This design comes from an exercise in tuning for a short achievable clock period and few clock cycles per item on the open sky130 flow, not from production work. Function was checked by simulation only, so behaviour that the tests miss may differ from the original. Power figures rest on the tool's default switching activity, not on a simulated workload.

## design.v

```verilog
`default_nettype none
package zmips_pkg;
    localparam int XLEN     = 32;    
    localparam int REG_AW   = 5;     
    localparam int NUM_REGS = 32;
    localparam int IMM_W    = 26;    
    localparam int PC_STEP  = 4;     
    localparam logic [1:0] FMT_I = 2'b10;
    localparam logic [1:0] FMT_J = 2'b11;
    localparam logic [1:0] CC_Z      = 2'd0;
    localparam logic [1:0] CC_C      = 2'd1;
    localparam logic [1:0] CC_N      = 2'd2;
    localparam logic [1:0] CC_ALWAYS = 2'd3;
    localparam logic [XLEN-1:0] NOP_WORD = '0;
    typedef logic [3:0] alu_op_t;
    localparam alu_op_t ALU_PASS = 4'b0000;
    localparam alu_op_t ALU_AND  = 4'b0001;
    localparam alu_op_t ALU_OR   = 4'b0010;
    localparam alu_op_t ALU_XOR  = 4'b0011;
    localparam alu_op_t ALU_ADD  = 4'b0100;
    localparam alu_op_t ALU_SUB  = 4'b0101;
    localparam alu_op_t ALU_SLL  = 4'b1000;
    localparam alu_op_t ALU_SRL  = 4'b1010;
    localparam alu_op_t ALU_SRA  = 4'b1011;
    typedef union packed {
        struct packed {
            logic [5:0]        op;       
            logic [REG_AW-1:0] rs;
            logic [REG_AW-1:0] rt;
            logic [REG_AW-1:0] rd;
            logic [REG_AW-1:0] shamt;
            logic [5:0]        funct;    
        } r_fmt;
        struct packed {
            logic [3:0]       op;        
            logic [1:0]       cc;
            logic [IMM_W-1:0] imm;
        } i_fmt;
        struct packed {
            logic [1:0]      op;
            logic [XLEN-3:0] addr;       
        } j_fmt;
    } instr_u;
endpackage
`default_nettype wire
`default_nettype none
import zmips_pkg::*;
module zmips_fetch
(
    input  logic            clk,
    input  logic            rst,
    input  logic            redirect,       
    input  logic [XLEN-1:0] redirect_pc,
    input  logic            squash,         
    input  logic [XLEN-1:0] i_data,
    output logic [XLEN-1:0] i_addr,
    output zmips_pkg::instr_u          id_instr,
    output logic [XLEN-1:0] id_pc
);
    logic [XLEN-1:0] pc;
    logic [XLEN-1:0] pc_next;
    assign pc_next = redirect ? redirect_pc : pc + XLEN'(PC_STEP);
    assign i_addr  = pc;                     
    always_ff @(posedge clk)
    begin
        if (rst)
        begin
            pc       <= '0;
            id_instr <= NOP_WORD;
        end
        else
        begin
            pc       <= pc_next;
            id_instr <= squash ? NOP_WORD : i_data;     
        end
    end
    always_ff @(posedge clk)
    begin
        id_pc <= pc;
    end
endmodule
`default_nettype wire
`default_nettype none
import zmips_pkg::*;
module zmips_control
(
    input  logic            clk,
    input  logic            rst,
    input  zmips_pkg::instr_u          id_instr,
    input  logic [XLEN-1:0] id_pc,
    input  logic            flag_z,
    input  logic            flag_c,
    input  logic            flag_n,
    input  logic            ex_z,           
    input  logic            ex_c,
    input  logic            ex_n,
    output logic            redirect,
    output logic [XLEN-1:0] redirect_pc,
    output logic            squash,
    output zmips_pkg::alu_op_t         ex_alu_op,
    output logic            ex_use_imm,
    output logic            ex_wr_reg,
    output logic            ex_store,
    output logic            ex_wr_z,
    output logic            ex_wr_c,
    output logic            ex_wr_n
);
    logic            is_r, is_i, is_j;
    logic            imm_load;
    logic            fz, fc, fn;            
    logic            take;
    logic [XLEN-1:0] seq_pc;
    logic [XLEN-1:0] imm_se;
    logic [XLEN-1:0] br_pc;
    assign is_i     = (id_instr.j_fmt.op == FMT_I);
    assign is_j     = (id_instr.j_fmt.op == FMT_J);
    assign is_r     = ~id_instr.j_fmt.op[1];
    assign imm_load = is_r & id_instr.r_fmt.op[4];     
    assign fz = ex_wr_z ? ex_z : flag_z;
    assign fc = ex_wr_c ? ex_c : flag_c;
    assign fn = ex_wr_n ? ex_n : flag_n;
    always_comb
    begin
        case (id_instr.i_fmt.cc)
            CC_Z:    take = (fz == id_instr.i_fmt.op[1]);      
            CC_C:    take = (fc == id_instr.i_fmt.op[1]);
            CC_N:    take = (fn == id_instr.i_fmt.op[1]);
            default: take = 1'b1;                              
        endcase
    end
    assign imm_se = {{(XLEN-IMM_W){id_instr.i_fmt.imm[IMM_W-1]}}, id_instr.i_fmt.imm};
    assign seq_pc = id_pc + XLEN'(PC_STEP);
    assign br_pc  = take ? seq_pc + {imm_se[XLEN-3:0], 2'b00} : seq_pc;
    assign redirect    = is_i | is_j;
    assign redirect_pc = is_j ? {id_instr.j_fmt.addr, 2'b00} : br_pc;
    assign squash      = redirect;        
    always_ff @(posedge clk)
    begin
        if (rst || !is_r)                 
        begin
            ex_alu_op  <= ALU_PASS;
            ex_use_imm <= 1'b0;
            ex_wr_reg  <= 1'b0;
            ex_store   <= 1'b0;
            ex_wr_z    <= 1'b0;
            ex_wr_c    <= 1'b0;
            ex_wr_n    <= 1'b0;
        end
        else
        begin
            ex_alu_op  <= imm_load ? ALU_PASS
                                   : {id_instr.r_fmt.op[0], id_instr.r_fmt.funct[5:3]};
            ex_use_imm <= imm_load;
            ex_wr_reg  <= id_instr.r_fmt.op[2];                            
            ex_store   <= id_instr.r_fmt.op[3] & ~id_instr.r_fmt.op[2];    
            ex_wr_z    <= id_instr.r_fmt.funct[0];
            ex_wr_c    <= id_instr.r_fmt.funct[1];
            ex_wr_n    <= id_instr.r_fmt.funct[2];
        end
    end
endmodule
`default_nettype wire
`default_nettype none
import zmips_pkg::*;
module zmips_regfile
(
    input  logic              clk,
    input  logic [REG_AW-1:0] rs_addr,
    input  logic [REG_AW-1:0] rt_addr,
    input  logic [REG_AW-1:0] wr_addr,
    input  logic [XLEN-1:0]   wr_data,
    input  logic              wr,
    output logic [XLEN-1:0]   rs_data,
    output logic [XLEN-1:0]   rt_data
);
    logic [XLEN-1:0] regs [NUM_REGS];    
    always_ff @(posedge clk)
    begin
        if (wr)
        begin
            regs[wr_addr] <= wr_data;
        end
    end
    assign rs_data = (wr && wr_addr == rs_addr) ? wr_data : regs[rs_addr];
    assign rt_data = (wr && wr_addr == rt_addr) ? wr_data : regs[rt_addr];
endmodule
`default_nettype wire
`default_nettype none
import zmips_pkg::*;
module zmips_alu
(
    input  logic [XLEN-1:0]   a,
    input  logic [XLEN-1:0]   b,
    input  zmips_pkg::alu_op_t           op,
    input  logic [REG_AW-1:0] shamt,
    input  logic              cin,
    output logic [XLEN-1:0]   y,
    output logic              zero,
    output logic              cout
);
    logic            is_sub;
    logic [XLEN-1:0] b_eff;
    logic [XLEN:0]   sum;           
    assign is_sub = (op == ALU_SUB);
    assign b_eff  = is_sub ? ~b : b;
    assign sum    = {1'b0, a} + {1'b0, b_eff} + {{XLEN{1'b0}}, cin};
    always_comb
    begin
        case (op)
            ALU_PASS: y = a;
            ALU_AND:  y = a & b;
            ALU_OR:   y = a | b;
            ALU_XOR:  y = a ^ b;
            ALU_ADD,
            ALU_SUB:  y = sum[XLEN-1:0];
            ALU_SLL:  y = a << shamt;
            ALU_SRL:  y = a >> shamt;
            ALU_SRA:  y = $signed(a) >>> shamt;      
            default:  y = a;                         
        endcase
    end
    assign zero = (y == '0);
    assign cout = (op == ALU_ADD || is_sub) ? sum[XLEN] : 1'b0;     
endmodule
`default_nettype wire
`default_nettype none
import zmips_pkg::*;
module zmips_execute
(
    input  logic              clk,
    input  logic              rst,
    input  zmips_pkg::instr_u            id_instr,
    input  logic [XLEN-1:0]   rs_data,
    input  logic [XLEN-1:0]   rt_data,
    input  zmips_pkg::alu_op_t           alu_op,        
    input  logic              use_imm,
    input  logic              wr_reg,
    input  logic              store,
    input  logic              wr_z,
    input  logic              wr_c,
    input  logic              wr_n,
    output logic              flag_z,
    output logic              flag_c,
    output logic              flag_n,
    output logic              ex_z,
    output logic              ex_c,
    output logic              ex_n,
    output logic [REG_AW-1:0] wb_addr,
    output logic [XLEN-1:0]   wb_data,
    output logic              wb_wr,
    output logic [XLEN-1:0]   d_addr,
    output logic [XLEN-1:0]   d_wdata,
    output logic              d_wr
);
    logic [XLEN-1:0]   ex_rs_val, ex_rt_val, ex_imm;
    logic [REG_AW-1:0] ex_rs, ex_rt, ex_rd, ex_shamt;
    logic [XLEN-1:0]   alu_a, alu_b, alu_y;
    logic [REG_AW-1:0] ex_dest;
    logic              alu_cin;
    logic [XLEN-1:0]   mem_res, mem_data;    
    logic [REG_AW-1:0] mem_dest;
    logic              mem_wr, mem_store;
    function automatic logic [XLEN-1:0] fwd(input logic [REG_AW-1:0] idx,
                                            input logic [XLEN-1:0]   id_val);
        if (mem_wr && mem_dest == idx)
            fwd = mem_res;
        else if (wb_wr && wb_addr == idx)
            fwd = wb_data;
        else
            fwd = id_val;
    endfunction
    always_ff @(posedge clk)
    begin
        ex_rs_val <= rs_data;
        ex_rt_val <= rt_data;
        ex_rs     <= id_instr.r_fmt.rs;
        ex_rt     <= id_instr.r_fmt.rt;
        ex_rd     <= id_instr.r_fmt.rd;
        ex_shamt  <= id_instr.r_fmt.shamt;
        ex_imm    <= {{(XLEN-IMM_W){id_instr.i_fmt.imm[IMM_W-1]}}, id_instr.i_fmt.imm};
    end
    assign alu_a   = use_imm ? ex_imm : fwd(ex_rs, ex_rs_val);
    assign alu_b   = fwd(ex_rt, ex_rt_val);        
    assign ex_dest = use_imm ? '0 : ex_rd;         
    assign alu_cin = (alu_op == ALU_SUB && !wr_reg) ? 1'b1 : flag_c;
    zmips_alu u_alu (
        .a     (alu_a),
        .b     (alu_b),
        .op    (alu_op),
        .shamt (ex_shamt),
        .cin   (alu_cin),
        .y     (alu_y),
        .zero  (ex_z),
        .cout  (ex_c)
    );
    assign ex_n = alu_y[XLEN-1];
    always_ff @(posedge clk)
    begin
        if (rst)
        begin
            flag_z <= 1'b0;
            flag_c <= 1'b0;
            flag_n <= 1'b0;
        end
        else
        begin
            if (wr_z) flag_z <= ex_z;
            if (wr_c) flag_c <= ex_c;
            if (wr_n) flag_n <= ex_n;
        end
    end
    always_ff @(posedge clk)
    begin
        mem_res  <= alu_y;
        mem_data <= alu_b;
        mem_dest <= ex_dest;
        wb_data  <= mem_res;                 
        wb_addr  <= mem_dest;
    end
    always_ff @(posedge clk)
    begin
        if (rst)
        begin
            mem_wr    <= 1'b0;
            mem_store <= 1'b0;
            wb_wr     <= 1'b0;
        end
        else
        begin
            mem_wr    <= wr_reg;
            mem_store <= store;
            wb_wr     <= mem_wr;
        end
    end
    assign d_addr  = mem_res;
    assign d_wdata = mem_data;
    assign d_wr    = mem_store;
endmodule
`default_nettype wire
`default_nettype none
import zmips_pkg::*;
module zmips_top
(
    input  logic            clk,
    input  logic            rst,
    input  logic [XLEN-1:0] i_data,
    output logic [XLEN-1:0] i_addr,
    output logic [XLEN-1:0] d_addr,
    output logic [XLEN-1:0] d_wdata,
    output logic            d_wr
);
    zmips_pkg::instr_u            id_instr;
    logic [XLEN-1:0]   id_pc;
    logic              redirect, squash;
    logic [XLEN-1:0]   redirect_pc;
    logic [XLEN-1:0]   rs_data, rt_data;
    zmips_pkg::alu_op_t           ex_alu_op;
    logic              ex_use_imm, ex_wr_reg, ex_store;
    logic              ex_wr_z, ex_wr_c, ex_wr_n;
    logic              flag_z, flag_c, flag_n;
    logic              ex_z, ex_c, ex_n;          
    logic [REG_AW-1:0] wb_addr;
    logic [XLEN-1:0]   wb_data;
    logic              wb_wr;
    zmips_fetch u_fetch (
        .clk, .rst, .redirect, .redirect_pc, .squash,
        .i_data, .i_addr, .id_instr, .id_pc
    );
    zmips_control u_control (
        .clk, .rst, .id_instr, .id_pc,
        .flag_z, .flag_c, .flag_n, .ex_z, .ex_c, .ex_n,
        .redirect, .redirect_pc, .squash,
        .ex_alu_op, .ex_use_imm, .ex_wr_reg, .ex_store,
        .ex_wr_z, .ex_wr_c, .ex_wr_n
    );
    zmips_regfile u_regfile (
        .clk,
        .rs_addr (id_instr.r_fmt.rs),
        .rt_addr (id_instr.r_fmt.rt),
        .wr_addr (wb_addr),
        .wr_data (wb_data),
        .wr      (wb_wr),
        .rs_data, .rt_data
    );
    zmips_execute u_execute (
        .clk, .rst, .id_instr, .rs_data, .rt_data,
        .alu_op (ex_alu_op), .use_imm (ex_use_imm), .wr_reg (ex_wr_reg),
        .store (ex_store), .wr_z (ex_wr_z), .wr_c (ex_wr_c), .wr_n (ex_wr_n),
        .flag_z, .flag_c, .flag_n, .ex_z, .ex_c, .ex_n,
        .wb_addr, .wb_data, .wb_wr, .d_addr, .d_wdata, .d_wr
    );
endmodule
`default_nettype wire
```

## run.sh

```bash
#!/bin/bash
# synth_recipe.tcl (not shown) runs the flow's synth.tcl, then flattens the netlist and writes it again
# the make line also repeats each setting of config.mk as NAME=value (left out here)
make -C /OpenROAD-flow-scripts/flow DESIGN_CONFIG=/design/flow/config.mk WORK_HOME=/design/flow/orfs CLKGATE_MAP_FILE= SYNTH_SCRIPT=/design/flow/synth_recipe.tcl finish
```

## config.mk

```make
export PLATFORM = sky130hd
export DESIGN_NAME = zmips_top
export DESIGN_NICKNAME = zmips_top
export VERILOG_FILES = /design/flow/design.v
export SDC_FILE = /design/flow/constraint.sdc
export NUM_CORES = 4
export LEC_CHECK = 0
export CAP_MARGIN = 20
export CORE_MARGIN = 2
export CORE_UTILIZATION = 40
export SLEW_MARGIN = 20
```

## constraint.sdc

```tcl
create_clock -name core_clock -period 10.5 [get_ports {clk}]
set_input_delay 2.1000 -clock core_clock [delete_from_list [all_inputs] [get_ports {clk}]]
set_output_delay 2.1000 -clock core_clock [all_outputs]
set_load 0.01 [all_outputs]
```

==> notes.md <==
- The flow ran to the end and the layout has no timing, DRC or antenna violations.
- Before CTS, the worst setup slack after placement is 0.730 ns.
- Clock-pin slew was measured on the worst setup and hold paths at 0.06 ns.
- The largest fanout on the critical path is 31.
- The number of enable flip-flop cells after synthesis is 1024.
- For this block, the routed nets add up to 271000 um of wire.
- The fraction of final layout cells sized beyond drive strength 1 is 22.7%.
- For this design the static power due to leakage is roughly 25 nW.
- Post-CTS timing repair inserted 0 buffers for setup.
- The flip-flop count of the largest register, all copies and words added is 1024.
- After floorplanning, the core was sized to cover 0.165 mm2.
- After synthesis, the netlist uses 98 different library cells.
- Once the floorplan was initialized, standard cells occupied 40.3% of the core.
- The maximum single-stage delay on the critical path is 0.78 ns.
- For this run, the leading register cell type out of synthesis is sky130_fd_sc_hd__edfxtp_1.
- Once detailed placement completed, the half-perimeter wirelength came to 181000 um.
- Each instance of the synthesized netlist takes up on average approximately 14 um2.
- Setup violations remaining at the end of the flow were counted as 0.
- The number of nets at the end of the flow is 5058.
- The most frequent standard cell in the layout excluding fill and tap cells is sky130_fd_sc_hd__edfxtp_1.
- The peak supply drop is between 150 and 200 uV.
- Measured against its own limit, the worst slew margin works out to around an eighth.
- The clock reaches the later pin of the worst-skew pair after 0.81 ns.
- The die is 411 um wide.
- The path class of the tightest hold or removal check is register to register.
- Setup slack on the critical path of the routed design comes to 0.717 ns.
- The cell count after synthesis is 4704.
- Counting flops with an async set or reset pin after synthesis yields a share of 0%.
- The count of buffers inserted at the top-level ports is 130.
- The H-tree generated during clock tree synthesis spans 4 levels.
- In the finished design, the share of the clock period the worst path needs comes to roughly 93%.
- The synthesized netlist devotes 10.2% of its cell area to compound gates.
- The area added between synthesis and finish is 14.2%.
- The final-report hold violation count is 0.
- The CTS tree is yes.
- The total congestion overflow after global routing is 0.
- The setup TNS is 0 ns.
- The category of the worst setup path capture point is a register.
- In this run, the number of DRC markers left after iteration 0 of detailed routing was 7405.
- In this run the deepest clock path goes through 3 buffers.
- During synthesis, Yosys emitted a total of 5 warnings.
- The first detailed-routing pass took 6 iterations.
- The combined global-route utilization of all metal layers is a little under a third.
- The average detailed-routed wire length per instance is 37.6 um.
- The post-detailed-route DRC marker count is 0.
- In this run, synthesis produced a sequential element count of 1268.
- The arrival time of the worst setup path is around 11 ns.
- Power spread over the standard cell area amounts to 177 mW/mm2.
- STA puts the critical path data required time at 11.22 ns.
- The number of buffers created by CTS is 141.
- By area, the combinational part of the netlist is dominated by multiplexers.
- Entering global routing, the biggest net connects 80 pins.
- Pin placement for this block handled 131 I/O pins.
- More flip-flops sit in one register than any other, and that register is u_regfile.regs.
- The final critical-path required period is just under 10 ns.
- The type of element launching the critical path is a register.
- The routed layout has 48100 vias.
- The fraction of synthesized area in multiplexers is 22.2%.
- Of the total synthesized cell area, the portion taken by AND, OR, NAND and NOR gates is between 6 and 7%.
- The clock net in this run drives a total of 1268 sinks.
- After detailed routing, the number of vias per cell comes to roughly 6.7.
- The worst setup path is of the register to register kind.
- The achievable frequency is 102 MHz.
- The cell sitting at the root of the clock tree is a sky130_fd_sc_hd__clkbuf_16.
- The number of global-route vias before repair is between 40000 and 50000.
- When the netlist entered floorplanning its net count stood at between 4000 and 5000.
- From bottom edge to top edge, the die measures 411 um.
- In the layout the commonest cells are 1024 x sky130_fd_sc_hd__edfxtp_1, 504 x sky130_fd_sc_hd__mux4_2, 296 x sky130_fd_sc_hd__mux2i_1, 244 x sky130_fd_sc_hd__buf_4, 239 x sky130_fd_sc_hd__a21oi_1.
- The slowest stage cell on the critical path is sky130_fd_sc_hd__dfxtp_4.
- The number of max-cap violations is 0.
- The count of nets left with antenna violations once routing finished came out at 0.
- The setup clock skew after layout is 0.0373 ns.
- For the pin with the worst max-slew slack, the measured transition is 1.31 ns.
- Routability-driven placement finished with a final weighted congestion of 1.04.
- Summing the sequential cell areas from Yosys gives between 50% and 60% of the chip area.
- Summing every instance area after synthesis gives about 0.066 mm2.
- The first-pass GRT wire length is around 370000 um.
- Summing the areas of all xor and xnor instances in the mapped netlist gives roughly 2.1% of the synthesized area.
- Setup repair after global routing left no endpoint under its margin.
- The initial antenna violation count is 17.
- The number of slew-limit violations in the final report was 0.
- Of the total synthesized cell area, the portion taken by full adders, half adders and majority gates is 2.52%.
- The area of the die is 0.169 mm2.
- In this run the core area contains between 100 and 150 standard-cell rows.
-- power breakdown --
group | total (W) | internal, W | leakage (nW) | switching, W
clock | 0.00489 | 0.00275 | 2.20 | 0.00214
sequential | 0.00611 | 0.00577 | 11.2 | 0.000342
combinational | 0.00244 | 0.000876 | 11.2 | 0.00157
total | 0.0135 | 0.00940 | 24.6 | 0.00405
-- stage by stage --
step	utilization (%)	cells	total power, W	hold slack [ns]	cell area, um2
floorplan	-	4704	0.00735	0.355	66400
global route	46.0	7195	0.0138	0.381	75800
detailed placement	43.2	6938	0.00857	0.359	71300
finish	46.0	7200	0.0135	0.372	75800
CTS	46.0	7195	0.0134	0.373	75800
global placement	43.2	6938	0.00858	0.356	71300
-- logic make-up after synthesis --
logic type	count (synthesis)
adder cells (fa/ha/maj)	132
AO/OA/AOI/OAI	991
multiplexers	836
buffers and inverters	443
AND/OR/NAND/NOR	877
flip-flops	1268
XOR/XNOR	157
-- synthesized netlist by cell type, drive strengths merged, types with 9 or more instances --
library cell  instances  area, um2
inv                 104        390
o21bai               13       97.6
a21oi               248       1280
a41oi                21        184
o21a                 22        165
a211oi               62        480
dfxtp               244       4880
a31oi                27        175
nand2b               19        119
a21o                 18        135
buf                 153        866
o2111ai              16        140
edfxtp             1024      30700
nor3                 58        290
o21ai               139        696
or2                  14       87.6
a221oi               20        175
a211o                11       96.3
a32oi                19        166
mux4                504      11400
nor4b                 9       78.8
mux2i               296       2960
nor2b                33        206
nand3                78        390
and3                 24        150
o221ai               20        181
xnor2               120       1050
o31ai                12       90.1
mux2                 36        405
clkbuf              184        691
o211ai               40        305
a22oi               155       1160
o22ai                46        288
a21boi               11       82.6
nand2               195        734
nand3b               13       97.6
ha                  129       1610
nor4                 27        184
nand4                15       93.8
xor2                 37        324
nor2                280       1070
a2111oi              10       87.6
and2                 73        457
-- area by class of cell --
type                    count  area [um2]
multi-input cells        2993       29200
clock inverters            86         835
diodes                      5        12.5
fillers                 14600       89000
flip-flops and latches   1268       35700
clock buffers             171        3690
inverters                 106         398
repair buffers            382        3290
well taps                2189        2740
-- worst max-delay path: cells and delay by family (launching register included) --
kind | cells | cell delay [ns]
and+or+nand+nor | 9 | 2.49
buffers and inverters | 4 | 1.16
muxes | 4 | 1.72
xor gates and xnor gates | 1 | 0.12
adders and majority gates | 1 | 0.40
AOI/OAI and AO/OA | 11 | 2.96
DFF | 1 | 0.78
-- worst paths after layout --
check                                                     start                      endpoint  slack [ns]  cells past startpoint
worst max register to register     u_execute.ex_imm[16]$_DFF_P_     u_fetch.pc[21]$_SDFF_PP0_        0.72                     30
worst max-delay path               u_execute.ex_imm[16]$_DFF_P_     u_fetch.pc[21]$_SDFF_PP0_        0.72                     30
worst min-delay path            u_fetch.id_instr[19]$_SDFF_PP0_  u_execute.ex_imm[19]$_DFF_P_        0.37                      0
worst min register to register  u_fetch.id_instr[19]$_SDFF_PP0_  u_execute.ex_imm[19]$_DFF_P_        0.37                      0
-- metal layers --
metal | vias to the layer above | part of all wire, % | track usage, %
li1 | 19300 | - | -
met1 | 24900 | 39 | 43.2
met2 | 3135 | 44 | 47.6
met3 | 676 | 11 | 7.53
met4 | 14 | 5.5 | 15.1
met5 | - | 0.031 | 0
-- timing repair --
item                       in CTS  in global routing
hold buffers                    0                  0
resized for setup               0                  1
setup endpoints to repair       0                  3
Testbench counts, summed over its fixed seeds: cycles 47,932, instrs 37,437.

[afterwards: timing with drivers on the ports]
The flow's constraints put no driver on any port. The routed layout listed below was extracted and timed again, unchanged, in two steps.
Step 1 assumes that a clkbuf_16 drives the clock port and a buf_2 every other input.
Step 2 times the ports against the registers' clock, not the clock port: input delays grow and output delays shrink by t, the midpoint of the rising clock arrivals with the driver on.
a / b / c = no drivers / after step 1 / after step 2; a / b = the first two.
t, ns: 0.872
slack for setup (ns): 0.717 / 0.717 / 0.717
worst hold slack (ns): 0.372 / 0.372 / 0.372
After both steps setup and hold are still met in this run. For this run, drivers alone change the setup slack by 0.000 ns; drivers and shift together by 0.000 ns.
